This design comes from an exercise in tuning for a short achievable clock period and few clock cycles on the open sky130 flow, not from production work. In this exercise RTL edits were held to simulation tests only and were not proved equivalent to the original.

===== flow/config.mk =====
export PLATFORM = sky130hd
export DESIGN_NAME = armTop
export DESIGN_NICKNAME = armTop
export VERILOG_FILES = /design/flow/design.v
export SDC_FILE = /design/flow/constraint.sdc
export NUM_CORES = 4
export LEC_CHECK = 0
export ABC_CLOCK_PERIOD_IN_PS = 3000
export CAP_MARGIN = 20
export CORE_MARGIN = 2
export CORE_UTILIZATION = 40
export SLEW_MARGIN = 20

===== flow/constraint.sdc =====
create_clock -name core_clock -period 13.0 [get_ports {clk}]
set_input_delay 2.6000 -clock core_clock [delete_from_list [all_inputs] [get_ports {clk}]]
set_output_delay 2.6000 -clock core_clock [all_outputs]
set_load 0.01 [all_outputs]

===== flow/design.v =====
`timescale 1ns/1ns
package armPkg;
	typedef logic [31:0] wordT;
	typedef logic [3:0] regAddrT;
	typedef logic [3:0] flagsT;
	typedef logic [3:0] condT;
	localparam int mulRows = 4;
endpackage
`timescale 1ns/1ns
import armPkg::*;
module alu (
	input  armPkg::wordT a,
	input  armPkg::wordT b,
	input  logic         isSub,
	input  logic         opArith,
	input  logic         opAnd,
	input  logic         opOrr,
	input  logic         opEor,
	output armPkg::wordT result,
	output armPkg::wordT sumOut,
	output armPkg::wordT logicOut,
	output logic         cOut,
	output logic         vOut,
	output logic         zArith
);
	armPkg::wordT bx;
	logic [32:0]  sum;
	assign bx  = b;
	assign sum = {1'b0, a} + {1'b0, bx} + {32'd0, isSub};
	assign sumOut   = sum[31:0];
	assign logicOut = ({32{opAnd}} & (a & b))
		| ({32{opOrr}} & (a | b))
		| ({32{opEor}} & (a ^ b));
	assign result   = ({32{opArith}} & sum[31:0]) | logicOut;
	logic [31:0] hs;
	logic [31:0] kin;
	assign hs     = a ^ bx;
	assign kin    = {a[30:0] | bx[30:0], isSub};
	assign zArith = (hs == kin);
	assign cOut = sum[32];
	assign vOut = ~(a[31] ^ bx[31]) & (a[31] ^ sum[31]);
endmodule
module mulStage1 (
	input  logic [31:0] an,
	input  logic [31:0] bn,
	output logic [3:0][31:0] rows
);
	logic [31:0] a, b, a2;
	assign a  = ~an;
	assign b  = ~bn;
	assign a2 = {a[30:0], 1'b0};
	logic [15:0] one, two, neg;
	logic [31:0] corr;
	assign one[0] = b[0] ^ 1'b0;
	assign two[0] = (b[1] & ~b[0] & ~1'b0) | (~b[1] & b[0] & 1'b0);
	assign neg[0] = b[1];
	logic [31:0] pp0;
	assign pp0 = ((({32{one[0]}} & a[31:0]) | ({32{two[0]}} & a2[31:0])) ^ {32{neg[0]}});
	assign one[1] = b[2] ^ b[1];
	assign two[1] = (b[3] & ~b[2] & ~b[1]) | (~b[3] & b[2] & b[1]);
	assign neg[1] = b[3];
	logic [31:0] pp1;
	assign pp1 = {((({30{one[1]}} & a[29:0]) | ({30{two[1]}} & a2[29:0])) ^ {30{neg[1]}}), 2'b0};
	assign one[2] = b[4] ^ b[3];
	assign two[2] = (b[5] & ~b[4] & ~b[3]) | (~b[5] & b[4] & b[3]);
	assign neg[2] = b[5];
	logic [31:0] pp2;
	assign pp2 = {((({28{one[2]}} & a[27:0]) | ({28{two[2]}} & a2[27:0])) ^ {28{neg[2]}}), 4'b0};
	assign one[3] = b[6] ^ b[5];
	assign two[3] = (b[7] & ~b[6] & ~b[5]) | (~b[7] & b[6] & b[5]);
	assign neg[3] = b[7];
	logic [31:0] pp3;
	assign pp3 = {((({26{one[3]}} & a[25:0]) | ({26{two[3]}} & a2[25:0])) ^ {26{neg[3]}}), 6'b0};
	assign one[4] = b[8] ^ b[7];
	assign two[4] = (b[9] & ~b[8] & ~b[7]) | (~b[9] & b[8] & b[7]);
	assign neg[4] = b[9];
	logic [31:0] pp4;
	assign pp4 = {((({24{one[4]}} & a[23:0]) | ({24{two[4]}} & a2[23:0])) ^ {24{neg[4]}}), 8'b0};
	assign one[5] = b[10] ^ b[9];
	assign two[5] = (b[11] & ~b[10] & ~b[9]) | (~b[11] & b[10] & b[9]);
	assign neg[5] = b[11];
	logic [31:0] pp5;
	assign pp5 = {((({22{one[5]}} & a[21:0]) | ({22{two[5]}} & a2[21:0])) ^ {22{neg[5]}}), 10'b0};
	assign one[6] = b[12] ^ b[11];
	assign two[6] = (b[13] & ~b[12] & ~b[11]) | (~b[13] & b[12] & b[11]);
	assign neg[6] = b[13];
	logic [31:0] pp6;
	assign pp6 = {((({20{one[6]}} & a[19:0]) | ({20{two[6]}} & a2[19:0])) ^ {20{neg[6]}}), 12'b0};
	assign one[7] = b[14] ^ b[13];
	assign two[7] = (b[15] & ~b[14] & ~b[13]) | (~b[15] & b[14] & b[13]);
	assign neg[7] = b[15];
	logic [31:0] pp7;
	assign pp7 = {((({18{one[7]}} & a[17:0]) | ({18{two[7]}} & a2[17:0])) ^ {18{neg[7]}}), 14'b0};
	assign one[8] = b[16] ^ b[15];
	assign two[8] = (b[17] & ~b[16] & ~b[15]) | (~b[17] & b[16] & b[15]);
	assign neg[8] = b[17];
	logic [31:0] pp8;
	assign pp8 = {((({16{one[8]}} & a[15:0]) | ({16{two[8]}} & a2[15:0])) ^ {16{neg[8]}}), 16'b0};
	assign one[9] = b[18] ^ b[17];
	assign two[9] = (b[19] & ~b[18] & ~b[17]) | (~b[19] & b[18] & b[17]);
	assign neg[9] = b[19];
	logic [31:0] pp9;
	assign pp9 = {((({14{one[9]}} & a[13:0]) | ({14{two[9]}} & a2[13:0])) ^ {14{neg[9]}}), 18'b0};
	assign one[10] = b[20] ^ b[19];
	assign two[10] = (b[21] & ~b[20] & ~b[19]) | (~b[21] & b[20] & b[19]);
	assign neg[10] = b[21];
	logic [31:0] pp10;
	assign pp10 = {((({12{one[10]}} & a[11:0]) | ({12{two[10]}} & a2[11:0])) ^ {12{neg[10]}}), 20'b0};
	assign one[11] = b[22] ^ b[21];
	assign two[11] = (b[23] & ~b[22] & ~b[21]) | (~b[23] & b[22] & b[21]);
	assign neg[11] = b[23];
	logic [31:0] pp11;
	assign pp11 = {((({10{one[11]}} & a[9:0]) | ({10{two[11]}} & a2[9:0])) ^ {10{neg[11]}}), 22'b0};
	assign one[12] = b[24] ^ b[23];
	assign two[12] = (b[25] & ~b[24] & ~b[23]) | (~b[25] & b[24] & b[23]);
	assign neg[12] = b[25];
	logic [31:0] pp12;
	assign pp12 = {((({8{one[12]}} & a[7:0]) | ({8{two[12]}} & a2[7:0])) ^ {8{neg[12]}}), 24'b0};
	assign one[13] = b[26] ^ b[25];
	assign two[13] = (b[27] & ~b[26] & ~b[25]) | (~b[27] & b[26] & b[25]);
	assign neg[13] = b[27];
	logic [31:0] pp13;
	assign pp13 = {((({6{one[13]}} & a[5:0]) | ({6{two[13]}} & a2[5:0])) ^ {6{neg[13]}}), 26'b0};
	assign one[14] = b[28] ^ b[27];
	assign two[14] = (b[29] & ~b[28] & ~b[27]) | (~b[29] & b[28] & b[27]);
	assign neg[14] = b[29];
	logic [31:0] pp14;
	assign pp14 = {((({4{one[14]}} & a[3:0]) | ({4{two[14]}} & a2[3:0])) ^ {4{neg[14]}}), 28'b0};
	assign one[15] = b[30] ^ b[29];
	assign two[15] = (b[31] & ~b[30] & ~b[29]) | (~b[31] & b[30] & b[29]);
	assign neg[15] = b[31];
	logic [31:0] pp15;
	assign pp15 = {((({2{one[15]}} & a[1:0]) | ({2{two[15]}} & a2[1:0])) ^ {2{neg[15]}}), 30'b0};
	assign corr = {1'b0, neg[15], 1'b0, neg[14], 1'b0, neg[13], 1'b0, neg[12], 1'b0, neg[11], 1'b0, neg[10], 1'b0, neg[9], 1'b0, neg[8], 1'b0, neg[7], 1'b0, neg[6], 1'b0, neg[5], 1'b0, neg[4], 1'b0, neg[3], 1'b0, neg[2], 1'b0, neg[1], 1'b0, neg[0]};
	logic [31:0] s1l0_s0, s1l0_c0;
	assign s1l0_s0 = corr ^ pp0 ^ pp1;
	assign s1l0_c0 = {((corr[30:0] & pp0[30:0]) | (corr[30:0] & pp1[30:0]) | (pp0[30:0] & pp1[30:0])), 1'b0};
	logic [31:0] s1l0_s1, s1l0_c1;
	assign s1l0_s1 = pp2 ^ pp3 ^ pp4;
	assign s1l0_c1 = {((pp2[30:0] & pp3[30:0]) | (pp2[30:0] & pp4[30:0]) | (pp3[30:0] & pp4[30:0])), 1'b0};
	logic [31:0] s1l0_s2, s1l0_c2;
	assign s1l0_s2 = pp5 ^ pp6 ^ pp7;
	assign s1l0_c2 = {((pp5[30:0] & pp6[30:0]) | (pp5[30:0] & pp7[30:0]) | (pp6[30:0] & pp7[30:0])), 1'b0};
	logic [31:0] s1l0_s3, s1l0_c3;
	assign s1l0_s3 = pp8 ^ pp9 ^ pp10;
	assign s1l0_c3 = {((pp8[30:0] & pp9[30:0]) | (pp8[30:0] & pp10[30:0]) | (pp9[30:0] & pp10[30:0])), 1'b0};
	logic [31:0] s1l0_s4, s1l0_c4;
	assign s1l0_s4 = pp11 ^ pp12 ^ pp13;
	assign s1l0_c4 = {((pp11[30:0] & pp12[30:0]) | (pp11[30:0] & pp13[30:0]) | (pp12[30:0] & pp13[30:0])), 1'b0};
	logic [31:0] s1l1_s0, s1l1_c0;
	assign s1l1_s0 = s1l0_s0 ^ s1l0_c0 ^ s1l0_s1;
	assign s1l1_c0 = {((s1l0_s0[30:0] & s1l0_c0[30:0]) | (s1l0_s0[30:0] & s1l0_s1[30:0]) | (s1l0_c0[30:0] & s1l0_s1[30:0])), 1'b0};
	logic [31:0] s1l1_s1, s1l1_c1;
	assign s1l1_s1 = s1l0_c1 ^ s1l0_s2 ^ s1l0_c2;
	assign s1l1_c1 = {((s1l0_c1[30:0] & s1l0_s2[30:0]) | (s1l0_c1[30:0] & s1l0_c2[30:0]) | (s1l0_s2[30:0] & s1l0_c2[30:0])), 1'b0};
	logic [31:0] s1l1_s2, s1l1_c2;
	assign s1l1_s2 = s1l0_s3 ^ s1l0_c3 ^ s1l0_s4;
	assign s1l1_c2 = {((s1l0_s3[30:0] & s1l0_c3[30:0]) | (s1l0_s3[30:0] & s1l0_s4[30:0]) | (s1l0_c3[30:0] & s1l0_s4[30:0])), 1'b0};
	logic [31:0] s1l1_s3, s1l1_c3;
	assign s1l1_s3 = s1l0_c4 ^ pp14 ^ pp15;
	assign s1l1_c3 = {((s1l0_c4[30:0] & pp14[30:0]) | (s1l0_c4[30:0] & pp15[30:0]) | (pp14[30:0] & pp15[30:0])), 1'b0};
	logic [31:0] s1l2_s0, s1l2_c0;
	assign s1l2_s0 = s1l1_s0 ^ s1l1_c0 ^ s1l1_s1;
	assign s1l2_c0 = {((s1l1_s0[30:0] & s1l1_c0[30:0]) | (s1l1_s0[30:0] & s1l1_s1[30:0]) | (s1l1_c0[30:0] & s1l1_s1[30:0])), 1'b0};
	logic [31:0] s1l2_s1, s1l2_c1;
	assign s1l2_s1 = s1l1_c1 ^ s1l1_s2 ^ s1l1_c2;
	assign s1l2_c1 = {((s1l1_c1[30:0] & s1l1_s2[30:0]) | (s1l1_c1[30:0] & s1l1_c2[30:0]) | (s1l1_s2[30:0] & s1l1_c2[30:0])), 1'b0};
	logic [31:0] s1l3_s0, s1l3_c0;
	assign s1l3_s0 = s1l2_s0 ^ s1l2_c0 ^ s1l2_s1;
	assign s1l3_c0 = {((s1l2_s0[30:0] & s1l2_c0[30:0]) | (s1l2_s0[30:0] & s1l2_s1[30:0]) | (s1l2_c0[30:0] & s1l2_s1[30:0])), 1'b0};
	logic [31:0] s1l3_s1, s1l3_c1;
	assign s1l3_s1 = s1l2_c1 ^ s1l1_s3 ^ s1l1_c3;
	assign s1l3_c1 = {((s1l2_c1[30:0] & s1l1_s3[30:0]) | (s1l2_c1[30:0] & s1l1_c3[30:0]) | (s1l1_s3[30:0] & s1l1_c3[30:0])), 1'b0};
	assign rows[0] = s1l3_s0;
	assign rows[1] = s1l3_c0;
	assign rows[2] = s1l3_s1;
	assign rows[3] = s1l3_c1;
endmodule
module mulStage2 (
	input  logic [3:0][31:0] rows,
	output logic [31:0] product,
	output logic        zero
);
	logic [31:0] s2l0_s0, s2l0_c0;
	assign s2l0_s0 = rows[0] ^ rows[1] ^ rows[2];
	assign s2l0_c0 = {((rows[0][30:0] & rows[1][30:0]) | (rows[0][30:0] & rows[2][30:0]) | (rows[1][30:0] & rows[2][30:0])), 1'b0};
	logic [31:0] s2l1_s0, s2l1_c0;
	assign s2l1_s0 = s2l0_s0 ^ s2l0_c0 ^ rows[3];
	assign s2l1_c0 = {((s2l0_s0[30:0] & s2l0_c0[30:0]) | (s2l0_s0[30:0] & rows[3][30:0]) | (s2l0_c0[30:0] & rows[3][30:0])), 1'b0};
	assign product = s2l1_s0 + s2l1_c0;
	assign zero = ((s2l1_s0 ^ s2l1_c0) == {(s2l1_s0[30:0] | s2l1_c0[30:0]), 1'b0});
endmodule
`timescale 1ns/1ns
import armPkg::*;
module regFile (
	input  logic            clk,
	input  logic            we,
	input  armPkg::regAddrT wa,
	input  armPkg::wordT    wd,
	input  logic [15:0]     selA,
	input  logic [15:0]     selB,
	input  logic [15:0]     selAn,
	input  logic [15:0]     selBn,
	input  armPkg::wordT    r15,
	output armPkg::wordT    rdA,
	output armPkg::wordT    rdB
);
	logic [14:0][31:0] regs;
	always_ff @(posedge clk) begin
		for (int i = 0; i < 15; i++) begin
			if (we && (wa == 4'(i))) begin
				regs[i] <= wd;
			end
		end
	end
	always_comb begin
		rdA = {{16{~selAn[15]}} & r15[31:16], {16{selA[15]}} & r15[15:0]};
		rdB = {{16{~selBn[15]}} & r15[31:16], {16{selB[15]}} & r15[15:0]};
		for (int i = 0; i < 15; i++) begin
			rdA = rdA | {{16{~selAn[i]}} & regs[i][31:16], {16{selA[i]}} & regs[i][15:0]};
			rdB = rdB | {{16{~selBn[i]}} & regs[i][31:16], {16{selB[i]}} & regs[i][15:0]};
		end
	end
endmodule
`timescale 1ns/1ns
import armPkg::*;
module datapath (
	input  logic         clk,
	input  logic         reset,
	input  armPkg::wordT readData,
	output armPkg::wordT adr,
	output armPkg::wordT writeData,
	output logic         memWrite
);
	armPkg::wordT adrQ;
	armPkg::wordT fpcQ;
	armPkg::wordT wdQ;
	logic         fetchQ;
	logic         memWQ;
	logic         vD;
	armPkg::wordT irD;
	armPkg::wordT pc8D;
	armPkg::regAddrT raD, rbD;
	logic [15:0]     selAD, selBD, selAnD, selBnD;
	logic            skV;
	armPkg::wordT    irS;
	armPkg::wordT    pc8S;
	armPkg::regAddrT raS, rbS;
	logic [15:0]     selAS, selBS, selAnS, selBnS;
	localparam int btbN = 4;
	logic [btbN-1:0]         btbV;
	logic [btbN-1:0][29:0]   btbTag;
	logic [btbN-1:0][31:0]   btbTgt;
	logic [btbN-1:0]         btbPtr;
	logic                    pTD, pTS;
	logic [btbN-1:0]         pVD, pVS, pVE;
	armPkg::wordT            pcD, pcS;
	logic            vE;
	logic            brChkE;
	logic            predE;
	armPkg::wordT    altE;
	logic            mulPhE;
	logic            isMulE;
	logic            isLoadE;
	logic            wrE;
	logic            sE;
	logic            pcwE;
	logic            cvE;
	logic            subE;
	logic            arithE;
	logic            andE;
	logic            orrE;
	logic            eorE;
	armPkg::regAddrT destE;
	armPkg::condT    condFE;
	armPkg::wordT    aE;
	armPkg::wordT    bE;
	armPkg::wordT    mulAnE;
	armPkg::wordT    mulBnE;
	logic [armPkg::mulRows-1:0][31:0] mulRowsE;
	armPkg::flagsT flags;
	assign adr       = adrQ;
	assign writeData = wdQ;
	assign memWrite  = memWQ;
	logic isBD, isMemD, isLoadD, isStoreD, isMulD, isDpD, isAlD;
	logic subD, arithD, andD, orrD, eorD, cvD;
	controlFsm u_dec (
		.instr   (irD),
		.isB     (isBD),
		.isMem   (isMemD),
		.isLoad  (isLoadD),
		.isStore (isStoreD),
		.isMul   (isMulD),
		.isDp    (isDpD),
		.isAl    (isAlD),
		.opSub   (subD),
		.opArith (arithD),
		.opAnd   (andD),
		.opOrr   (orrD),
		.opEor   (eorD),
		.setsCv  (cvD)
	);
	armPkg::regAddrT rnD, rdD, rsD, rmD;
	assign rnD = irD[19:16];
	assign rdD = irD[15:12];
	assign rsD = irD[11:8];
	assign rmD = irD[3:0];
	armPkg::wordT rfA, rfB;
	armPkg::wordT resE;
	logic         wrEnE;
	logic         condE;
	logic         stallE;
	logic         redirE;
	regFile u_regFile (
		.clk  (clk),
		.we   (wrEnE),
		.wa   (destE),
		.wd   (resE),
		.selA (selAD),
		.selB (selBD),
		.selAn (selAnD),
		.selBn (selBnD),
		.r15  (pc8D),
		.rdA  (rfA),
		.rdB  (rfB)
	);
	logic hitA, hitB;
	assign hitA = wrEnE & (destE == raD);
	assign hitB = wrEnE & (destE == rbD);
	logic immSelD;
	assign immSelD = irD[25] & ~isMulD;
	logic sumSelE, logSelE;
	assign sumSelE = ~isLoadE & ~isMulE & arithE;
	assign logSelE = ~isLoadE & ~isMulE & ~arithE;
	armPkg::wordT opA, opB, stData;
	assign opA = ({32{hitA & sumSelE}} & aluSum)
		| ({32{hitA & logSelE}} & aluLogic)
		| ({32{hitA & isMulE}} & mulRes)
		| ({32{hitA & isLoadE}} & readData)
		| ({32{~hitA}} & rfA);
	assign stData = ({32{hitB & sumSelE}} & aluSum)
		| ({32{hitB & logSelE}} & aluLogic)
		| ({32{hitB & isMulE}} & mulRes)
		| ({32{hitB & isLoadE}} & readData)
		| ({32{~hitB}} & rfB);
	assign opB = ({32{~immSelD & hitB & sumSelE}} & aluSum)
		| ({32{~immSelD & hitB & logSelE}} & aluLogic)
		| ({32{~immSelD & hitB & isMulE}} & mulRes)
		| ({32{~immSelD & hitB & isLoadE}} & readData)
		| ({32{~immSelD & ~hitB}} & rfB)
		| ({32{immSelD}} & {24'd0, irD[7:0]});
	armPkg::wordT memAdrD;
	logic [12:0]  memLoD;
	logic [19:0]  memHiIncD;
	assign memLoD    = {1'b0, rfA[11:0]} + {1'b0, irD[11:0]};
	assign memHiIncD = rfA[31:12] + 20'd1;
	assign memAdrD   = {memLoD[12] ? memHiIncD : rfA[31:12], memLoD[11:0]};
	logic isPcImmD, isBrD;
	assign isPcImmD = isDpD & irD[25] & arithD & ~subD & ~irD[20] & (rnD == 4'd15) & (rdD == 4'd15);
	assign isBrD    = isBD | isPcImmD;
	armPkg::wordT brTgtD, bTgtD, immTgtD;
	assign bTgtD   = pc8D + {{6{irD[23]}}, irD[23:0], 2'b00};
	assign immTgtD = pc8D + {24'd0, irD[7:0]};
	assign brTgtD  = isBD ? bTgtD : immTgtD;
	logic condD;
	condUnit u_condD (
		.cond   (irD[31:28]),
		.flags  (flags),
		.condEx (condD)
	);
	logic flagsPend, specD, predD, fixD, stallD, advD, takeD, redirD, memGoD, exGoD;
	armPkg::wordT pc4D, idTgtD;
	assign flagsPend = vE & sE & condE;
	assign specD  = isBrD & ~isAlD & flagsPend;
	assign predD  = pTD | (isBD & irD[23]);
	assign fixD   = vD & pTD & ~isBD;
	assign stallD = stallE | fixD
		| (isMemD & ~isAlD & flagsPend)
		| (isMemD & hitA);
	assign advD   = vD & ~stallD & ~redirE;
	assign takeD  = specD ? predD : condD;
	assign redirD = (advD & isBrD & (takeD ^ pTD)) | (fixD & ~redirE);
	assign pc4D   = pcD + 32'd4;
	assign idTgtD = pTD ? pc4D : brTgtD;
	assign memGoD = advD & isMemD & condD;
	assign exGoD  = advD & ((isDpD & ~isPcImmD) | isMulD | (isLoadD & condD) | specD);
	armPkg::wordT aluRes, mulRes, aluSum, aluLogic;
	logic         aluC, aluV, aluZa;
	alu u_alu (
		.a       (aE),
		.b       (bE),
		.isSub   (subE),
		.opArith (arithE),
		.opAnd   (andE),
		.opOrr   (orrE),
		.opEor   (eorE),
		.result  (aluRes),
		.sumOut  (aluSum),
		.logicOut(aluLogic),
		.cOut    (aluC),
		.vOut    (aluV),
		.zArith  (aluZa)
	);
	logic [armPkg::mulRows-1:0][31:0] mulRowsN;
	mulStage1 u_mul1 (
		.an   (mulAnE),
		.bn   (mulBnE),
		.rows (mulRowsN)
	);
	logic mulZero;
	mulStage2 u_mul2 (
		.rows    (mulRowsE),
		.product (mulRes),
		.zero    (mulZero)
	);
	condUnit u_condE (
		.cond   (condFE),
		.flags  (flags),
		.condEx (condE)
	);
	assign resE   = ({32{isLoadE}} & readData)
		| ({32{isMulE}} & mulRes)
		| ({32{sumSelE}} & aluSum)
		| ({32{logSelE}} & aluLogic);
	assign stallE = vE & isMulE & ~mulPhE;
	assign wrEnE  = vE & wrE & condE & ~stallE;
	logic brMissE;
	assign brMissE = vE & brChkE & (condE ^ predE);
	assign redirE  = (vE & pcwE & condE) | brMissE;
	armPkg::wordT redirTgtE;
	assign redirTgtE = brChkE ? altE : aluRes;
	logic flagWE;
	logic nE, zE;
	assign flagWE = vE & sE & condE & ~stallE;
	assign nE = isMulE ? mulRes[31] : aluRes[31];
	assign zE = isMulE ? mulZero : (arithE ? aluZa : (aluRes == '0));
	always_ff @(posedge clk or posedge reset) begin
		if (reset) begin
			flags <= '0;
		end else if (flagWE) begin
			flags[3:2] <= {nE, zE};
			if (cvE) begin
				flags[1:0] <= {aluC, aluV};
			end
		end
	end
	logic         fetchOK, dFree, acceptF;
	armPkg::wordT fpcInc;
	armPkg::wordT seqPc;
	localparam int icN = 16;
	logic [icN-1:0]       icV;
	logic [icN-1:0][9:0]  icTag;
	logic [icN-1:0][31:0] icData;
	logic [icN-1:0][7:0]  icRegs;
	armPkg::regAddrT      raP, rbP;
	logic [icN-1:0]       icPtr;
	logic [icN-1:0]       icHitF;
	logic                 icHit, icUse, icStHit, fetchV;
	armPkg::wordT         icWord, fWord;
	logic [7:0]           icRegW;
	always_comb begin
		icWord = '0;
		icRegW = '0;
		for (int i = 0; i < icN; i++) begin
			icHitF[i] = icV[i] & (icTag[i] == fpcQ[11:2]);
			icWord    = icWord | ({32{icHitF[i]}} & icData[i]);
			icRegW    = icRegW | ({8{icHitF[i]}} & icRegs[i]);
		end
	end
	assign icHit = |icHitF;
	assign icStHit = memWQ & (fpcQ[11:2] == adrQ[11:2]);
	assign icUse   = ~fetchQ & icHit & ~icStHit;
	assign fetchV  = fetchQ | icUse;
	assign fWord   = fetchQ ? readData : icWord;
	assign fetchOK = fetchV & ~redirE & ~redirD;
	assign dFree   = ~vD | advD;
	assign acceptF = fetchOK & (dFree | ~skV);
	assign fpcInc  = fpcQ + 32'd4;
	logic [btbN-1:0] btbHitF;
	logic            pTF;
	armPkg::wordT    btbTgtF;
	always_comb begin
		btbTgtF = '0;
		for (int i = 0; i < btbN; i++) begin
			btbHitF[i] = btbV[i] & (btbTag[i] == fpcQ[31:2]);
			btbTgtF    = btbTgtF | ({32{btbHitF[i]}} & btbTgt[i]);
		end
	end
	assign pTF   = |btbHitF;
	assign seqPc = ({32{acceptF & pTF}} & btbTgtF)
		| ({32{acceptF & ~pTF}} & fpcInc)
		| ({32{~acceptF}} & fpcQ);
	logic selRedE, selBrD, selImmD, selP4D, selMemD, selSeq;
	assign selRedE = redirE;
	assign selBrD  = ~redirE & redirD & ~pTD & isBD;
	assign selImmD = ~redirE & redirD & ~pTD & ~isBD;
	assign selP4D  = ~redirE & redirD & pTD;
	assign selMemD = ~redirE & ~redirD & memGoD;
	assign selSeq  = ~redirE & ~redirD;
	armPkg::wordT jmpNext, adrNext, fpcNext;
	assign jmpNext = ({32{selRedE}} & redirTgtE)
		| ({32{selBrD}} & bTgtD)
		| ({32{selImmD}} & immTgtD)
		| ({32{selP4D}} & pc4D);
	assign adrNext = jmpNext | ({32{selMemD}} & memAdrD) | ({32{selSeq & ~memGoD}} & seqPc);
	assign fpcNext = jmpNext | ({32{selSeq}} & seqPc);
	logic btbIns;
	assign btbIns = advD & isBD & takeD & ~pTD;
	logic [icN-1:0]  icStKill;
	logic [btbN-1:0] btbStKill;
	always_comb begin
		for (int i = 0; i < icN; i++) begin
			icStKill[i] = memWQ & (icTag[i] == adrQ[11:2]);
		end
		for (int i = 0; i < btbN; i++) begin
			btbStKill[i] = memWQ & (btbTag[i][9:0] == adrQ[11:2]);
		end
	end
	logic icIns;
	assign icIns = fetchQ & fetchOK & ~icHit;
	always_ff @(posedge clk or posedge reset) begin
		if (reset) begin
			icV   <= '0;
			icPtr <= icN'(1);
		end else begin
			icV <= (icV & ~icStKill) | (icIns ? icPtr : '0);
			if (icIns) begin
				icPtr <= {icPtr[icN-2:0], icPtr[icN-1]};
			end
		end
	end
	always_ff @(posedge clk) begin
		for (int i = 0; i < icN; i++) begin
			if (icIns && icPtr[i]) begin
				icTag[i]  <= fpcQ[11:2];
				icData[i] <= readData;
				icRegs[i] <= {raP, rbP};
			end
		end
	end
	always_ff @(posedge clk or posedge reset) begin
		if (reset) begin
			btbV   <= '0;
			btbPtr <= btbN'(1);
		end else begin
			btbV <= (btbV & ~btbStKill
				& ~(brMissE ? pVE : '0)
				& ~((advD & isBD & pTD & ~takeD) ? pVD : '0))
				| (btbIns ? btbPtr : '0);
			if (btbIns) begin
				btbPtr <= {btbPtr[btbN-2:0], btbPtr[btbN-1]};
			end
		end
	end
	always_ff @(posedge clk) begin
		for (int i = 0; i < btbN; i++) begin
			if (btbIns && btbPtr[i]) begin
				btbTag[i] <= pcD[31:2];
				btbTgt[i] <= brTgtD;
			end
		end
	end
	always_ff @(posedge clk or posedge reset) begin
		if (reset) begin
			adrQ   <= '0;
			fpcQ   <= '0;
			fetchQ <= 1'b1;
			memWQ  <= 1'b0;
			vD     <= 1'b0;
			skV    <= 1'b0;
		end else begin
			memWQ <= 1'b0;
			if (redirE | (redirD & ~fixD)) begin
				vD  <= 1'b0;
				skV <= 1'b0;
			end else if (fixD) begin
				skV <= 1'b0;
			end else if (dFree) begin
				vD  <= skV | fetchOK;
				skV <= skV & fetchOK;
			end else begin
				skV <= skV | fetchOK;
			end
			adrQ   <= adrNext;
			fpcQ   <= fpcNext;
			fetchQ <= ~selMemD;
			memWQ  <= selMemD & isStoreD;
		end
	end
	logic            mulF, storeF;
	armPkg::regAddrT raF, rbF;
	assign mulF   = (readData[27:25] == 3'd0) & readData[4];
	assign storeF = (readData[27:26] == 2'b01) & ~readData[20];
	assign raP    = mulF ? readData[3:0] : readData[19:16];
	assign rbP    = storeF ? readData[15:12] : (mulF ? readData[11:8] : readData[3:0]);
	assign raF    = fetchQ ? raP : icRegW[7:4];
	assign rbF    = fetchQ ? rbP : icRegW[3:0];
	armPkg::wordT pc8F;
	logic [15:0]  selAF, selBF;
	assign pc8F  = fpcQ + 32'd8;
	logic [15:0] ohN, ohD, ohS, ohM;
	assign ohN   = 16'd1 << readData[19:16];
	assign ohD   = 16'd1 << readData[15:12];
	assign ohS   = 16'd1 << readData[11:8];
	assign ohM   = 16'd1 << readData[3:0];
	logic [15:0] selAP, selBP;
	assign selAP = mulF ? ohM : ohN;
	assign selBP = storeF ? ohD : (mulF ? ohS : ohM);
	assign selAF = fetchQ ? selAP : (16'd1 << icRegW[7:4]);
	assign selBF = fetchQ ? selBP : (16'd1 << icRegW[3:0]);
	always_ff @(posedge clk) begin
		if (acceptF) begin
			irS   <= fWord;
			pcS   <= fpcQ;
			pTS   <= pTF;
			pVS   <= btbHitF;
			pc8S  <= pc8F;
			raS   <= raF;
			rbS   <= rbF;
			selAS <= selAF;
			selBS <= selBF;
			selAnS <= ~selAF;
			selBnS <= ~selBF;
		end
		if (dFree) begin
			pcD   <= skV ? pcS : fpcQ;
			pTD   <= skV ? pTS : pTF;
			pVD   <= skV ? pVS : btbHitF;
		end else if (fixD) begin
			pTD   <= 1'b0;
		end
		if (dFree) begin
			irD   <= skV ? irS : fWord;
			pc8D  <= skV ? pc8S : pc8F;
			raD   <= skV ? raS : raF;
			rbD   <= skV ? rbS : rbF;
			selAD <= skV ? selAS : selAF;
			selBD <= skV ? selBS : selBF;
			selAnD <= skV ? selAnS : ~selAF;
			selBnD <= skV ? selBnS : ~selBF;
		end
		wdQ <= stData;
	end
	always_ff @(posedge clk or posedge reset) begin
		if (reset) begin
			vE     <= 1'b0;
			mulPhE <= 1'b0;
		end else begin
			vE     <= stallE | exGoD;
			mulPhE <= stallE;
		end
	end
	always_ff @(posedge clk) begin
		mulRowsE <= mulRowsN;
		aE     <= opA;
		bE     <= opB ^ {32{subD & ~isMulD}};
		mulAnE <= ~opA;
		mulBnE <= ~opB;
		if (!stallE) begin
			isMulE  <= isMulD;
			brChkE  <= isBrD;
			predE   <= predD;
			altE    <= predD ? pc4D : brTgtD;
			pVE     <= pVD;
			isLoadE <= isLoadD;
			condFE  <= isLoadD ? 4'b1110 : irD[31:28];
			sE      <= irD[20] & ~isMemD & ~isBD;
			wrE     <= isLoadD | isMulD | (isDpD & (rdD != 4'd15));
			pcwE    <= isDpD & ~isPcImmD & (rdD == 4'd15);
			destE   <= isMulD ? rnD : rdD;
			cvE     <= cvD & ~isMulD;
			subE    <= subD & ~isMulD;
			arithE  <= arithD | isMulD;
			andE    <= andD & ~isMulD;
			orrE    <= orrD & ~isMulD;
			eorE    <= eorD & ~isMulD;
		end
	end
endmodule
`timescale 1ns/1ns
import armPkg::*;
module condUnit (
	input  armPkg::condT  cond,
	input  armPkg::flagsT flags,
	output logic          condEx
);
	logic neg;
	logic zero;
	logic carry;
	logic overflow;
	logic ge;
	assign {neg, zero, carry, overflow} = flags;
	assign ge = (neg == overflow);
	always_comb begin
		case (cond)
			4'd0:    condEx = zero;
			4'd1:    condEx = ~zero;
			4'd2:    condEx = carry;
			4'd3:    condEx = ~carry;
			4'd4:    condEx = neg;
			4'd5:    condEx = ~neg;
			4'd6:    condEx = overflow;
			4'd7:    condEx = ~overflow;
			4'd8:    condEx = carry & ~zero;
			4'd9:    condEx = ~(carry & ~zero);
			4'd10:   condEx = ge;
			4'd11:   condEx = ~ge;
			4'd12:   condEx = ~zero & ge;
			4'd13:   condEx = ~(~zero & ge);
			4'd14:   condEx = 1'b1;
			default: condEx = 1'b0;
		endcase
	end
endmodule
`timescale 1ns/1ns
import armPkg::*;
module controlFsm (
	input  armPkg::wordT instr,
	output logic         isB,
	output logic         isMem,
	output logic         isLoad,
	output logic         isStore,
	output logic         isMul,
	output logic         isDp,
	output logic         isAl,
	output logic         opSub,
	output logic         opArith,
	output logic         opAnd,
	output logic         opOrr,
	output logic         opEor,
	output logic         setsCv
);
	logic [1:0] op;
	logic [3:0] cmd;
	assign op  = instr[27:26];
	assign cmd = instr[24:21];
	assign isB     = op[1];
	assign isMem   = ~op[1] & op[0];
	assign isLoad  = isMem & instr[20];
	assign isStore = isMem & ~instr[20];
	assign isMul   = (op == 2'b00) & ~instr[25] & instr[4];
	assign isDp    = (op == 2'b00) & ~isMul;
	assign isAl    = (instr[31:28] == 4'b1110);
	assign opAnd   = (cmd == 4'b0000);
	assign opOrr   = (cmd == 4'b1100);
	assign opEor   = (cmd == 4'b0001);
	assign opSub   = (cmd == 4'b0010);
	assign opArith = ~(opAnd | opOrr | opEor);
	assign setsCv  = opArith;
endmodule
`timescale 1ns/1ns
import armPkg::*;
module armTop (
	input  logic         clk,
	input  logic         reset,
	input  armPkg::wordT readData,
	output armPkg::wordT writeData,
	output armPkg::wordT adr,
	output logic         memWrite
);
	datapath u_datapath (
		.clk       (clk),
		.reset     (reset),
		.readData  (readData),
		.adr       (adr),
		.writeData (writeData),
		.memWrite  (memWrite)
	);
endmodule

===== flow/flow/run.sh =====
#!/bin/bash
set -euo pipefail
bash standard.sh synth > synth.log 2>&1
bash standard.sh SETUP_SLACK_MARGIN=9 MATCH_CELL_FOOTPRINT=0 finish > layout.log 2>&1

===== flow/standard.sh =====
#!/bin/bash
# synth_recipe.tcl (not shown) runs the flow's synth.tcl, then flattens the netlist and writes it again
# the make line also repeats each setting of config.mk as NAME=value (left out here)
make -C /OpenROAD-flow-scripts/flow DESIGN_CONFIG=/design/flow/config.mk WORK_HOME=/design/flow/orfs CLKGATE_MAP_FILE= SYNTH_SCRIPT=/design/flow/synth_recipe.tcl "${@:-finish}"

==> results of run 1 <==
==> flip-flops by register name, indices dropped and copies added (netlist names), 80 cells and up <==
name,cells
u_datapath.icTag,160
u_datapath.btbTag,120
u_datapath.icRegs,128
u_datapath.u_regFile.regs,480
u_datapath.icData,512
u_datapath.mulRowsE,80
u_datapath.btbTgt,128
==> worst max-delay path, stage by stage, from the launching register on <==
cell and delay, ns:
edfxtp_1 0.78, inv_1 0.61, a2111oi_0 0.72, nand4_1 0.47, nor2b_1 0.30, and4b_1 0.26, nand2_4 0.12, nor4_4 0.05
xnor2_2 0.26, nor2_1 0.11, nand4b_1 0.35
==> final cells by class <==
class | instances | share of cell area [%]
sequential | 2279 | 46.6
multi-input combinational | 6673 | 36.4
timing repair buffer | 749 | 5.98
clock buffer | 301 | 4.68
tap | 3939 | 3.50
inverter | 527 | 1.53
clock inverter | 158 | 1.18
antenna | 40 | 0.0711
timing repair inverter | 7 | 0.0409
==> synthesized netlist by cell type, types with 34 or more instances <==
| library cell | instances |
|---|---|
| inv_1 | 515 |
| a22oi_1 | 599 |
| o21ai_0 | 478 |
| xnor2_1 | 627 |
| or3_1 | 34 |
| nor3_1 | 127 |
| nand2_1 | 629 |
| ha_1 | 253 |
| edfxtp_1 | 1925 |
| nand2b_1 | 58 |
| o21a_1 | 48 |
| nor4_1 | 83 |
| o211ai_1 | 83 |
| a2111oi_0 | 40 |
| nor2b_1 | 138 |
| and2_1 | 48 |
| buf_1 | 124 |
| clkbuf_1 | 543 |
| o221ai_1 | 37 |
| xor2_1 | 244 |
| mux2_2 | 186 |
| dfrtp_1 | 111 |
| a222oi_1 | 44 |
| nand3_1 | 196 |
| a22o_1 | 186 |
| a21o_1 | 50 |
| fa_1 | 206 |
| maj3_1 | 135 |
| o22ai_1 | 148 |
| a221oi_1 | 210 |
| buf_2 | 59 |
| a2bb2oi_1 | 40 |
| a21oi_1 | 476 |
| dfxtp_1 | 240 |
| nand4_1 | 238 |
| and3_1 | 50 |
| a31oi_1 | 56 |
| mux2i_1 | 34 |
| nor2_1 | 509 |
| a211oi_1 | 42 |
==> layer usage <==
metal	vias to the layer above	routed length, µm	GRT usage [%]
li1	39000	-	-
met1	47400	188000	41.8
met2	7025	213000	46.0
met3	1355	60300	6.75
met4	12	30800	15.7
met5	-	70	0
==> worst min path at each step <==
stage                             start                  to  slack [ns]  cells after the start
CTS                   u_datapath.pVD[3]   u_datapath.pVE[3]        0.46                      0
global placement      u_datapath.pVD[2]   u_datapath.pVE[2]        0.44                      0
floorplan           u_datapath.fpcQ[17]  u_datapath.pcS[17]        0.42                      0
detailed placement    u_datapath.pVD[3]   u_datapath.pVE[3]        0.44                      0
global route          u_datapath.pVD[0]   u_datapath.pVE[0]        0.46                      0
finish                u_datapath.pVD[3]   u_datapath.pVE[3]        0.46                      0
==> cells by family after synthesis <==
kind of cell	count (synthesis)	synth area share, %
adder cells (fa/ha/maj)	594	7.24
AO/OA/AOI/OAI	2725	15.7
XOR/XNOR	871	6.39
buffers and inverters	1289	4.34
flip-flops	2279	54.9
AND/OR/NAND/NOR	2260	9.39
multiplexers	221	2.06
==> timing repair <==
action                     in CTS  in global routing
pin swaps                      62                 76
cloned                         30                 30
gates resized for setup       847                340
buffers inserted              190                104
setup endpoints to repair    2312               1612
==> through the flow <==
| step | util (%) | hold WS (ns) |
|---|---|---|
| floorplan | - | 0.420 |
| global placement | 42.2 | 0.438 |
| detailed placement | 42.2 | 0.442 |
| CTS | 46.4 | 0.458 |
| global route | 47.4 | 0.459 |
| finish | 47.4 | 0.458 |
==> impl_results.md, run 1 <==
- Largest net degree at the start of global routing: 158
- Syn. warnings: 3
- Setup slack, reg-to-reg: around 8.7 ns
- Hold Crit Class: flip-flop to flip-flop
- Die height: 550 µm
- # IOs: 99
- Core Region: 0.297 mm²
- Average cell area after synthesis: approximately 12 µm²
- First-pass GRT wire length: 669000 µm
- Final hold viol count: 0
- Row cnt: 200
- Final worst slack: 8.72 ns
- Post-synth top area cell: edfxtp_1
- Placed Instance Area: 0.125 mm²
- Max-Cap Viols: 0
- Post-Syn Instances: 10.2k
- CP Max Fanout: 12
- WL/cell: ~34 µm
- Initial Util: between 40% and 50%
- Crit path time final: about 4.3 ns
- Worst r2r src: u_datapath.selAnD[12]
- Final HPWL DP: roughly 300000 µm
- CTS Sinks: approximately 2.3k
- Period utilization: approximately 33%
- CP required: approximately 14 ns
- R2R cell count: 10
- Setup total negative slack: 0 ns
- Root buffer cell: clkbuf_16
- Sequential cell area: 0.0656 mm²
- Share of cells above drive strength 1: ~17%
- Top cells by area, synth: edfxtp_1, xnor2_1, dfxtp_1
- Die Wd: 550 µm
- Post-route DRC: 0
- Syn nets: 10.7k
- Max clock buf depth: 4
- Most common cell after layout, fill and taps aside: edfxtp_1
- Seq/Total Area, Yosys: a little over half
- Most frequent cells in the layout: edfxtp_1, xnor2_1, nand2_1
- Inserted Clock Buffers: roughly 250
- Reg clk slew, reported paths: ~0.060 ns
- Share of async-settable or async-resettable flops after synthesis: between 5 and 6%
- Clk latency of the worst-skew pair: about 0.99 ns
- DP Worst Slack: ~6.5 ns
- Final net count: around 11k
- Worst rel slew slack: 16.8%
- CTS tree: done
- H-tree levels: 4
- Final Setup Violations: 0
- Starting DRT DRC Count: 16.1k
- Placed Cells: ~14k
- Setup crit end kind: flip-flop
- Worst-Margin Slew: 1.24 ns
- Die Area: between 0.3 and 0.4 mm²
- Critical Path End: u_datapath.adrQ[31]
- Area of the multi-input gates: slightly above 0.05 mm²
- Pre-antenna DRT Iters: 9
- Synth cell types: 103
- Final Instance Area: about 0.14 mm²
- Port Buf Inserts: 98
- Crit path kind: flip-flop to flip-flop
- Via Count: between 90k and 100k
- Gr usage total: a little under a third
- Critical path launch point type: flip-flop
- Dominant synthesized flop cell: edfxtp_1
- Post-CTS Hold Fix Bufs: 0
- RSZ-0062 raised after global routing: yes
- Setup Skew: between 0.1 and 0.15 ns
- Peak Freq: about 0.23 GHz
- Worst reg2reg endpoint: u_datapath.adrQ[31]
- Fillers: around 26k
- Synth top area share: 48.4%
- WL final: just under 500000 µm
- WP data arrival: 4.98 ns
- Critical path startpoint: u_datapath.selAnD[12]
- Non-Filler Instances: 14.7k
- Number of synthesized flops with an enable pin: 1925
- Synthesized flop and latch total: about 2.3k
- DR vias/cell: about 6.5
- Area Overhead vs Synth: 17.9%
- Final slew viol count: 0
- Post-route ant nets: 0
- Final GP Congestion: ~0.98
- Cell Area, Synth: between 0.1 and 0.15 mm²
- Vias in the first global route: roughly 88k
- Initial antenna violation count: 23
- Grt total ovfl: 0
- Status: timing/DRC/antenna clean
Testbench counts, summed over its fixed seeds: cycles 132,982.
==> run 2: changes to the inputs <==
--- a/flow/config.mk
+++ b/flow/config.mk
@@ -8,5 +8,5 @@
 export ABC_CLOCK_PERIOD_IN_PS = 3000
 export CAP_MARGIN = 20
 export CORE_MARGIN = 2
-export CORE_UTILIZATION = 40
+export CORE_UTILIZATION = 50
 export SLEW_MARGIN = 20
==> run 2 against run 1 <==
Effect of this change:
- still clean
- sequential cell count is the same
- core utilization is 11 points higher
- clock skew down 0.015 ns
- maximum frequency increased by 1.5%
- area after synthesis unchanged
- non-clock buffer count is 20 lower
==> impl_results.md, run 2 <==
- Status: timing/DRC/antenna clean
- Post-synth top area cell: edfxtp_1
- Vias in the first global route: about 88k
- DP Worst Slack: between 6 and 7 ns
- Cell Area, Synth: roughly 0.12 mm²
- Initial Util: approximately half
- Area Overhead vs Synth: 16.9%
- Grt total ovfl: 0
- Worst-Margin Slew: roughly 1.2 ns
- Crit path kind: flip-flop to output port
- Via Count: ~95k
- Pre-antenna DRT Iters: 9
- Final slew viol count: 0
- CP Max Fanout: 2
- Crit path time final: between 4 and 5 ns
- WL final: slightly below 500000 µm
- Multiplexer share of the synthesized area: around 2%
- Critical path launch point type: flip-flop
- CP delay by family, top: flip-flops
- Port Buf Inserts: roughly 100
- Post-Syn Instances: between 10k and 15k
- Most common cell after layout, fill and taps aside: edfxtp_1
- Clk latency of the worst-skew pair: between 0.9 and 1 ns
- Initial antenna violation count: 33
- Synthesized flop and latch total: between 2k and 2.5k
- Synth top area share: roughly half
- Inserted Clock Buffers: around 230
- Synth cell count leaders: edfxtp_1, nand2_1, xnor2_1, a22oi_1, clkbuf_1
- Final hold viol count: 0
- Complex-gate fraction of the synthesized area: between 10% and 20%
- Slowest CP cell: dfrtp_2
- Max-Cap Viols: 0
- WP data arrival: around 1.6 ns
- Row cnt: around 180
- Root buffer cell: clkbuf_16
- Final HPWL DP: between 300000 and 400000 µm
- DR vias/cell: a little under 7
- CP required: between 10 and 15 ns
- Biggest regs: u_datapath.icData (512), u_datapath.u_regFile.regs (480), u_datapath.icTag (160)
- Area of the multi-input gates: 0.0513 mm²
- Starting DRT DRC Count: around 16k
- Largest family of logic cells by synthesized area: compound AO/OA/AOI/OAI gates
- Largest net degree at the start of global routing: ~90
- Average cell area after synthesis: 11.7 µm²
- Cell with the most instances after synthesis: edfxtp_1
- WL/cell: about 36 µm
- Reg clk slew, reported paths: 0.06 ns
- Share of cells above drive strength 1: between 10% and 20%
- Post-synthesis adder-cell area fraction: under 10%
- Sequential cell area: roughly 0.066 mm²
- Worst rel slew slack: 20.5%
- Period utilization: 32.4%
- Setup total negative slack: 0 ns
- CP max stage delay: ~0.43 ns
- Peak Freq: between 0.2 and 0.25 GHz
- Die Area: about 0.24 mm²
- Max clock buf depth: 3
- Final worst slack: 8.79 ns
- Core Region: about 0.24 mm²
- Dominant synthesized flop cell: edfxtp_1
- Post-CTS Hold Fix Bufs: 0
- Max FFs per register: between 500 and 600
- Syn. warnings: 3
- Gr usage total: 39.0%
- Critical-path cell list: buf_12 -> buf_6
- CTS tree: done
- Bufs and invs on worst path: 2
- H-tree levels: 4
- Syn nets: 10.7k
- Number of synthesized flops with an enable pin: just under 2k
- Post-route DRC: 0
- Die Wd: around 490 µm
- Most frequent cells in the layout: edfxtp_1, xnor2_1, nand2_1
- Post-route ant nets: 0
- Synth cell types: ~100
- Fillers: 19.1k
- Synth Area in Simple Gates: approximately a tenth
- Die height: 493 µm
- Hold Crit Class: flip-flop to flip-flop
- Top cells by area, synth: edfxtp_1, xnor2_1, dfxtp_1
- Biggest register: u_datapath.icData
- Setup Skew: approximately 0.091 ns
- Final net count: about 11k
- Setup slack, reg-to-reg: ~9 ns
- Setup crit end kind: output port
- Share of async-settable or async-resettable flops after synthesis: under 10%
- First-pass GRT wire length: roughly 680000 µm
- Seq/Total Area, Yosys: roughly 55%
- # IOs: just under 100
- Final Setup Violations: 0
- Post-Synth XOR/XNOR Area: approximately 6.4%
- CTS Sinks: 2279
- Final GP Congestion: between 1 and 1.5
- RSZ-0062 raised after global routing: yes
run 2: repair_timing:
item,CTS,global route
resized for setup,848,354
buffers inserted,150,114
setup endpoints to repair,2111,1449
pin swaps,48,99
gates cloned,30,20
run 2: logic make-up after synthesis:
group,after synthesis
adders and majority gates,594
AOI/OAI and AO/OA,2725
and+or+nand+nor,2260
muxes,221
buffers and inverters,1289
DFF,2279
xor gates and xnor gates,871
run 2: worst paths after layout:
kind | startpoint | end | cells after the start
worst max-delay path | u_datapath.adrQ[6] | adr[6] | 2
worst min-delay path | u_datapath.pVD[2] | u_datapath.pVE[2] | 0
worst max register to register | u_datapath.aE[10] | u_datapath.adrQ[19] | 12
worst min register to register | u_datapath.pVD[2] | u_datapath.pVE[2] | 0
max in group asynchronous | reset | u_datapath.fpcQ[11] | 3
min in group asynchronous | reset | u_datapath.icV[4] | 2
run 2: metrics by stage:
step	hold WS (ns)	utilization, %	cells	area, µm²
6_report	0.465	58.7	13900	140000
5_1_grt	0.479	58.7	13800	139000
4_1_cts	0.464	57.5	13700	137000
3_5_place_dp	0.448	52.3	13100	124000
3_3_place_gp	0.442	52.3	13100	124000
2_1_floorplan	0.420	-	10200	120000
run 2: layout make-up:
type / count / share of cell area [%]
antenna: 20 / 0.0359
clock buffer: 300 / 4.50
clock inverter: 148 / 1.44
inverter: 527 / 1.55
multi-input combinational: 6676 / 36.8
sequential: 2279 / 47.0
tap: 3167 / 2.84
timing repair buffer: 729 / 5.79
timing repair inverter: 7 / 0.0439
run 2: layer usage:
metal  share of wire, %  up-vias  GRT usage [%]
met2                 42     7461           56.6
met5              0.029        -              0
met4                6.8       18           21.4
met3                 13     1537           10.5
met1                 38    47200           53.3
li1                   -    39000              -
==> run 3: changes to the inputs <==
--- a/flow/config.mk
+++ b/flow/config.mk
@@ -8,5 +8,5 @@
 export ABC_CLOCK_PERIOD_IN_PS = 3000
 export CAP_MARGIN = 20
 export CORE_MARGIN = 2
-export CORE_UTILIZATION = 50
+export CORE_UTILIZATION = 58
 export SLEW_MARGIN = 20
==> run 3 against run 2 <==
Effect of this change:
- maximum frequency down 0.16%
- sequential cell count is the same
- worst hold slack got worse by 0.013 ns
- sequential share of layout area hardly changed
- largest cell class unchanged
- area after synthesis is the same
- core utilization increased by 9.5 points
- non-clock buffer count grew 72
==> impl_results.md, run 3 <==
- Worst rel slew slack: between 10% and 20%
- Number of synthesized flops with an enable pin: a little under 2k
- Worst-Margin Slew: roughly 1.2 ns
- # IOs: a little under 100
- WL/cell: 36.6 µm
- Cell with the most instances after synthesis: edfxtp_1
- Initial antenna violation count: 47
- H-tree levels: 4
- Final HPWL DP: 303000 µm
- Vias in the first global route: 88.0k
- Clk latency of the worst-skew pair: ~0.93 ns
- Hold Crit Class: flip-flop to flip-flop
- CP required: between 10 and 15 ns
- CTS Sinks: around 2.3k
- CTS tree: done
- Max-Cap Viols: 0
- Share of async-settable or async-resettable flops after synthesis: 5.00%
- Synthesized flop and latch total: approximately 2.3k
- Starting DRT DRC Count: around 19k
- Most frequent cells in the layout: edfxtp_1, xnor2_1, nand2_1
- Fillers: 14.7k
- Biggest register: u_datapath.icData
- Pre-antenna DRT Iters: 10
- Seq/Total Area, Yosys: approximately 55%
- Post-Syn Instances: 10.2k
- CP Max Fanout: 11
- Final GP Congestion: just over 1
- Root buffer cell: clkbuf_16
- Syn nets: approximately 11k
- Synth top area share: 48.4%
- Crit path time final: ~4.2 ns
- Setup Skew: approximately 0.11 ns
- Inserted Clock Buffers: 227
- WP data arrival: 4.98 ns
- Most common cell after layout, fill and taps aside: edfxtp_1
- Max FFs per register: just over 500
- Period utilization: between 30% and 40%
- Max clock buf depth: 3
- Status: timing/DRC/antenna clean
- Die Wd: around 460 µm
- Final Setup Violations: 0
- Synth cell count leaders: edfxtp_1, nand2_1, xnor2_1, a22oi_1, clkbuf_1
- Via Count: 97.3k
- Post-synth top area cell: edfxtp_1
- Post-route ant nets: 0
- Reg clk slew, reported paths: ~0.070 ns
- Grt total ovfl: 0
- Non-Filler Instances: 13.4k
- WL final: 492000 µm
- Critical path launch point type: flip-flop
- Post-CTS Hold Fix Bufs: 0
- Die Area: 0.209 mm²
- Syn. warnings: 3
- Final net count: 11.0k
- Largest net degree at the start of global routing: ~150
- Setup slack, reg-to-reg: a little under 9 ns
- Biggest regs: u_datapath.icData (512), u_datapath.u_regFile.regs (480), u_datapath.icTag (160)
- Cell Area, Synth: 0.119 mm²
- Final hold viol count: 0
- Setup crit end kind: flip-flop
- Synth cell types: 103
- Port Buf Inserts: slightly below 100
- DR vias/cell: slightly above 7
- Post-route DRC: 0
- Share of cells above drive strength 1: between 10% and 20%
- Dominant synthesized flop cell: edfxtp_1
- Row cnt: around 170
- Crit path kind: flip-flop to flip-flop
- Die height: approximately 460 µm
- Peak Freq: between 0.2 and 0.25 GHz
- Setup total negative slack: 0 ns
- First-pass GRT wire length: approximately 660000 µm
- Average cell area after synthesis: 11.7 µm²
- Area Overhead vs Synth: 17.0%
- Placed Cells: between 10k and 15k
- Initial Util: between 50% and 60%
- Core Region: around 0.20 mm²
- Top cells by area, synth: edfxtp_1, xnor2_1, dfxtp_1
- Final slew viol count: 0
- RSZ-0062 raised after global routing: yes
- Gr usage total: 44.4%
run 3: worst paths after layout:
kind | cells after the start | end | start
max | 10 | u_datapath.adrQ[29] | u_datapath.selAnD[3]
min | 0 | u_datapath.pVE[2] | u_datapath.pVD[2]
max reg2reg | 10 | u_datapath.adrQ[29] | u_datapath.selAnD[3]
min reg2reg | 0 | u_datapath.pVE[2] | u_datapath.pVD[2]
max in group asynchronous | 4 | u_datapath.skV | reset
min in group asynchronous | 3 | u_datapath.icV[3] | reset
run 3: through the flow:
step / hold WS, ns / worst slack, ns / utilization (%) / cell area [µm²]
finish: 0.452 / 8.78 / 68.2 / 140000
global route: 0.476 / 8.76 / 68.2 / 140000
CTS: 0.453 / 8.76 / 66.4 / 136000
detailed placement: 0.446 / 6.74 / 60.6 / 124000
global placement: 0.432 / 6.80 / 60.5 / 124000
floorplan: 0.420 / 7.86 / - / 120000
run 3: cells by family (layout without fill, tap and decap cells):
logic type | Yosys count | count (layout) | share of synthesized area, %
multiplexers | 221 | 221 | 2.06
XOR/XNOR | 871 | 871 | 6.39
adder cells (fa/ha/maj) | 594 | 594 | 7.24
AND/OR/NAND/NOR | 2260 | 2264 | 9.39
buffers and inverters | 1289 | 1770 | 4.34
flip-flops | 2279 | 2279 | 54.9
other | 0 | 31 | 0
AO/OA/AOI/OAI | 2725 | 2725 | 15.7
run 3: final cells by class:
| type | count | area (µm²) | area share (%) |
|---|---|---|---|
| Antenna cell | 31 | 77.6 | 0.0556 |
| Clock buffer | 295 | 6180 | 4.42 |
| Clock inverter | 140 | 1630 | 1.17 |
| Inverter | 527 | 2150 | 1.54 |
| Multi-Input combinational cell | 6675 | 51200 | 36.7 |
| Sequential cell | 2279 | 65600 | 47.0 |
| Tap cell | 2688 | 3360 | 2.41 |
| Timing Repair Buffer | 801 | 9330 | 6.68 |
| Timing Repair inverter | 7 | 48.8 | 0.0349 |
run 3: critical path, stage by stage (launching register included):
cell and delay, ns:
edfxtp_1 0.85, inv_1 0.60, a22o_1 0.36, a221o_1 0.27
nor4_1 0.40, buf_4 0.33, nor4_1 0.14, nand2_1 0.20
nor2_1 0.11, xor2_1 0.20, o211ai_1 0.56
run 3: repair_timing:
action,4_1_cts,5_1_grt
cloned,31,43
setup buffers,169,128
pin swaps,56,100
setup endpoints to repair,2060,1678
resized for setup,810,379
run 3: routing by layer:
metal	GRT usage, %	share of wire (%)	vias to the layer above
met5	0	0.058	-
met4	21.4	6.5	42
met3	14.1	16	1803
met2	63.3	41	8717
met1	61.7	36	47600
li1	-	-	39100
==> run 4: changes to the inputs <==
==> flow/flow/run.sh (replaced) <==
#!/bin/bash
set -euo pipefail
bash standard.sh synth > synth.log 2>&1
bash standard.sh SETUP_SLACK_MARGIN=9 finish > layout.log 2>&1
==> flow/config.mk (replaced) <==
export PLATFORM = sky130hd
export DESIGN_NAME = armTop
export DESIGN_NICKNAME = armTop
export VERILOG_FILES = /design/flow/design.v
export SDC_FILE = /design/flow/constraint.sdc
export NUM_CORES = 4
export LEC_CHECK = 0
export ABC_CLOCK_PERIOD_IN_PS = 4000
export CAP_MARGIN = 20
export CORE_MARGIN = 2
export CORE_UTILIZATION = 40
export SLEW_MARGIN = 20
==> run 4 against run 3 <==
Effect of this change:
- clock skew rose by 0.056 ns
- die area rose by 45%
- global-route usage fell by 14 points
- maximum frequency fell by 2.1%
- largest cell class unchanged
==> impl_results.md, run 4 <==
- Placed Instance Area: 0.125 mm²
- WP data arrival: ~1.7 ns
- Gr usage total: a little under a third
- Crit path time final: roughly 4.3 ns
- Syn nets: between 10k and 15k
- WL final: 487000 µm
- Clk latency of the worst-skew pair: approximately 1 ns
- Port Buf Inserts: 98
- First-pass GRT wire length: around 670000 µm
- Die Area: 0.303 mm²
- Biggest regs: u_datapath.icData (512), u_datapath.u_regFile.regs (480), u_datapath.icTag (160)
- Final slew viol count: 0
- Max-Cap Viols: 0
- Pre-antenna DRT Iters: 7
- Post-synthesis adder-cell area fraction: ~7.2%
- Final net count: 10.9k
- Most common cell after layout, fill and taps aside: edfxtp_1
- H-tree levels: 4
- R2R cell count: 10
- CP Max Fanout: 2
- Crit path kind: flip-flop to output port
- Post-Syn Instances: around 10k
- Worst-Margin Slew: ~1.3 ns
- Setup slack, reg-to-reg: around 8.7 ns
- Critical path launch point type: flip-flop
- Status: timing/DRC/antenna clean
- Post-synth top area cell: edfxtp_1
- Die Wd: approximately 550 µm
- Core Region: approximately 0.3 mm²
- Post-route DRC: 0
- Worst reg2reg endpoint: u_datapath.adrQ[28]
- Root buffer cell: clkbuf_16
- Final Setup Violations: 0
- Grt total ovfl: 0
- Synth Area in Simple Gates: under 10%
- Share of cells above drive strength 1: around 17%
- Max clock buf depth: 4
- Worst r2r src: u_datapath.selAnD[14]
- Biggest register: u_datapath.icData
- Synth top area share: about half
- Final GP Congestion: slightly below 1
- Period utilization: around a third
- Final hold viol count: 0
- # IOs: a little under 100
- Share of async-settable or async-resettable flops after synthesis: 5.00%
- Setup total negative slack: 0 ns
- Reg clk slew, reported paths: around 0.070 ns
- Area Overhead vs Synth: 17.5%
- Initial antenna violation count: 30
- Post-route ant nets: 0
- HP Start: u_datapath.pVD[3]
- Cell with the most instances after synthesis: edfxtp_1
- Seq/Total Area, Yosys: around 55%
- Synth cell count leaders: edfxtp_1, nand2_1, xnor2_1, a22oi_1, clkbuf_1
- Critical Path End: adr[7]
- Starting DRT DRC Count: about 15k
- Top cells by area, synth: edfxtp_1, xnor2_1, dfxtp_1
- CTS Sinks: 2279
- Final Instance Area: 0.140 mm²
- Non-Filler Instances: between 10k and 15k
- Synthesized flop and latch total: ~2.3k
- Complex-gate fraction of the synthesized area: between 15 and 20%
- Die height: between 500 and 600 µm
- Synth cell types: 103
- Via Count: around 94k
- Max FFs per register: roughly 500
- Placed Cells: 13.8k
- Syn. warnings: 3
- Setup Skew: 0.164 ns
- Number of synthesized flops with an enable pin: 1925
- Post-Synth XOR/XNOR Area: under 10%
- Hold Crit Class: flip-flop to flip-flop
- Row cnt: 200
- Peak Freq: 0.232 GHz
- WL/cell: about 33 µm
- Worst rel slew slack: approximately 12%
- Most frequent cells in the layout: edfxtp_1, xnor2_1, nand2_1
- Multiplexer share of the synthesized area: under 10%
- Inserted Clock Buffers: around 240
- Average cell area after synthesis: 11.7 µm²
- Initial Util: 40.2%
- Cell Area, Synth: 0.119 mm²
- Dominant synthesized flop cell: edfxtp_1
- DR vias/cell: around 6.4
- Largest net degree at the start of global routing: between 150 and 200
- Final HPWL DP: approximately 300000 µm
- Critical path startpoint: u_datapath.adrQ[7]
- RSZ-0062 raised after global routing: yes
- CP required: approximately 10 ns
- Setup crit end kind: output port
- CTS tree: done
- Vias in the first global route: approximately 90k
- Largest family of logic cells by synthesized area: compound AO/OA/AOI/OAI gates
## run 4: logic make-up after synthesis
| group | after synthesis |
|---|---|
| compound gates | 2725 |
| xor+xnor | 871 |
| fa+ha+maj | 594 |
| buf+inv | 1289 |
| flops | 2279 |
| mux | 221 |
| simple gates | 2260 |
## run 4: worst min-delay path by stage
stage	cells past startpoint	to	slack [ns]
6_report	0	u_datapath.pVE[3]	0.47
3_3_place_gp	0	u_datapath.pVE[2]	0.43
3_5_place_dp	0	u_datapath.pVE[0]	0.44
2_1_floorplan	0	u_datapath.pcS[17]	0.42
5_1_grt	0	u_datapath.pVE[3]	0.47
4_1_cts	0	u_datapath.pVE[3]	0.45
## run 4: area by class of cell
type / count / area (µm²)
Tap cell: 3939 / 4930
Clock buffer: 304 / 6470
Timing Repair inverter: 7 / 65.1
Sequential cell: 2279 / 65600
Multi-Input combinational cell: 6673 / 51200
Fill cell: 26500 / 157000
Clock inverter: 148 / 1380
Antenna cell: 38 / 95.1
Timing Repair Buffer: 722 / 8230
Inverter: 527 / 2160
## run 4: repair_timing
item,CTS,global route
setup buffers,134,141
cloned,31,20
setup endpoints to repair,2335,1320
hold buffers,0,0
pin swaps,56,98
gates resized for setup,868,334
## run 4: worst max-delay path, cell delays in order, from the launching register on
cell     delay [ns]
dfrtp_2        0.44
buf_12         0.14
buf_6          0.11
## run 4: stage by stage
step           worst slack [ns]  hold slack (ns)  utilization [%]
2_1_floorplan              7.86            0.420                -
3_3_place_gp               6.66            0.433             42.2
3_5_place_dp               6.57            0.444             42.2
4_1_cts                    8.65            0.454             46.2
5_1_grt                    8.66            0.474             47.2
6_report                   8.69            0.467             47.2
## run 4: routing by layer
| layer | global-route usage, % | wire, µm | vias to the layer above |
|---|---|---|---|
| met2 | 46.3 | 212000 | 6781 |
| li1 | - | - | 39000 |
| met3 | 6.62 | 58800 | 1406 |
| met5 | 0 | 84 | - |
| met1 | 41.5 | 186000 | 46900 |
| met4 | 15.2 | 30600 | 14 |

==> re-timing with driven ports <==
How much do the figures lean on ideal ports? The routed layouts below were timed once more, with nothing changed but the port constraints.
Step 1 (the two cells are an assumption about what drives the block):
set clk [get_ports {clk}]
set_driving_cell -lib_cell sky130_fd_sc_hd__clkbuf_16 $clk
set_driving_cell -lib_cell sky130_fd_sc_hd__buf_2 [delete_from_list [all_inputs] $clk]
Step 2 moves the port delays by t, midway between the first and last clock arrival at a register: inputs arrive t later, outputs are due t later. That takes back most of the time a late clock gives input paths.
a / b / c = ideal ports / drivers / drivers and shift; a / b = the first two.
run	t (ns)	slack for setup (ns)	worst setup path at the end	worst register clock-pin slew, ns	pins driven straight from the clock port
run 1	1.042	8.725 / 8.628 / 8.016	input to register	0.07 / 0.07	1
run 2	1.004	8.787 / 8.675 / 8.011	input to register	0.07 / 0.07	1
run 3	0.970	8.780 / 8.702 / 8.003	input to register	0.07 / 0.07	1
run 4	1.047	8.692 / 8.586 / 8.013	input to register	0.07 / 0.07	1
After both steps every run listed still meets setup and hold. The setup slack of run 3, which loses most, moves by -0.078 ns with the drivers and by -0.777 ns with both steps.
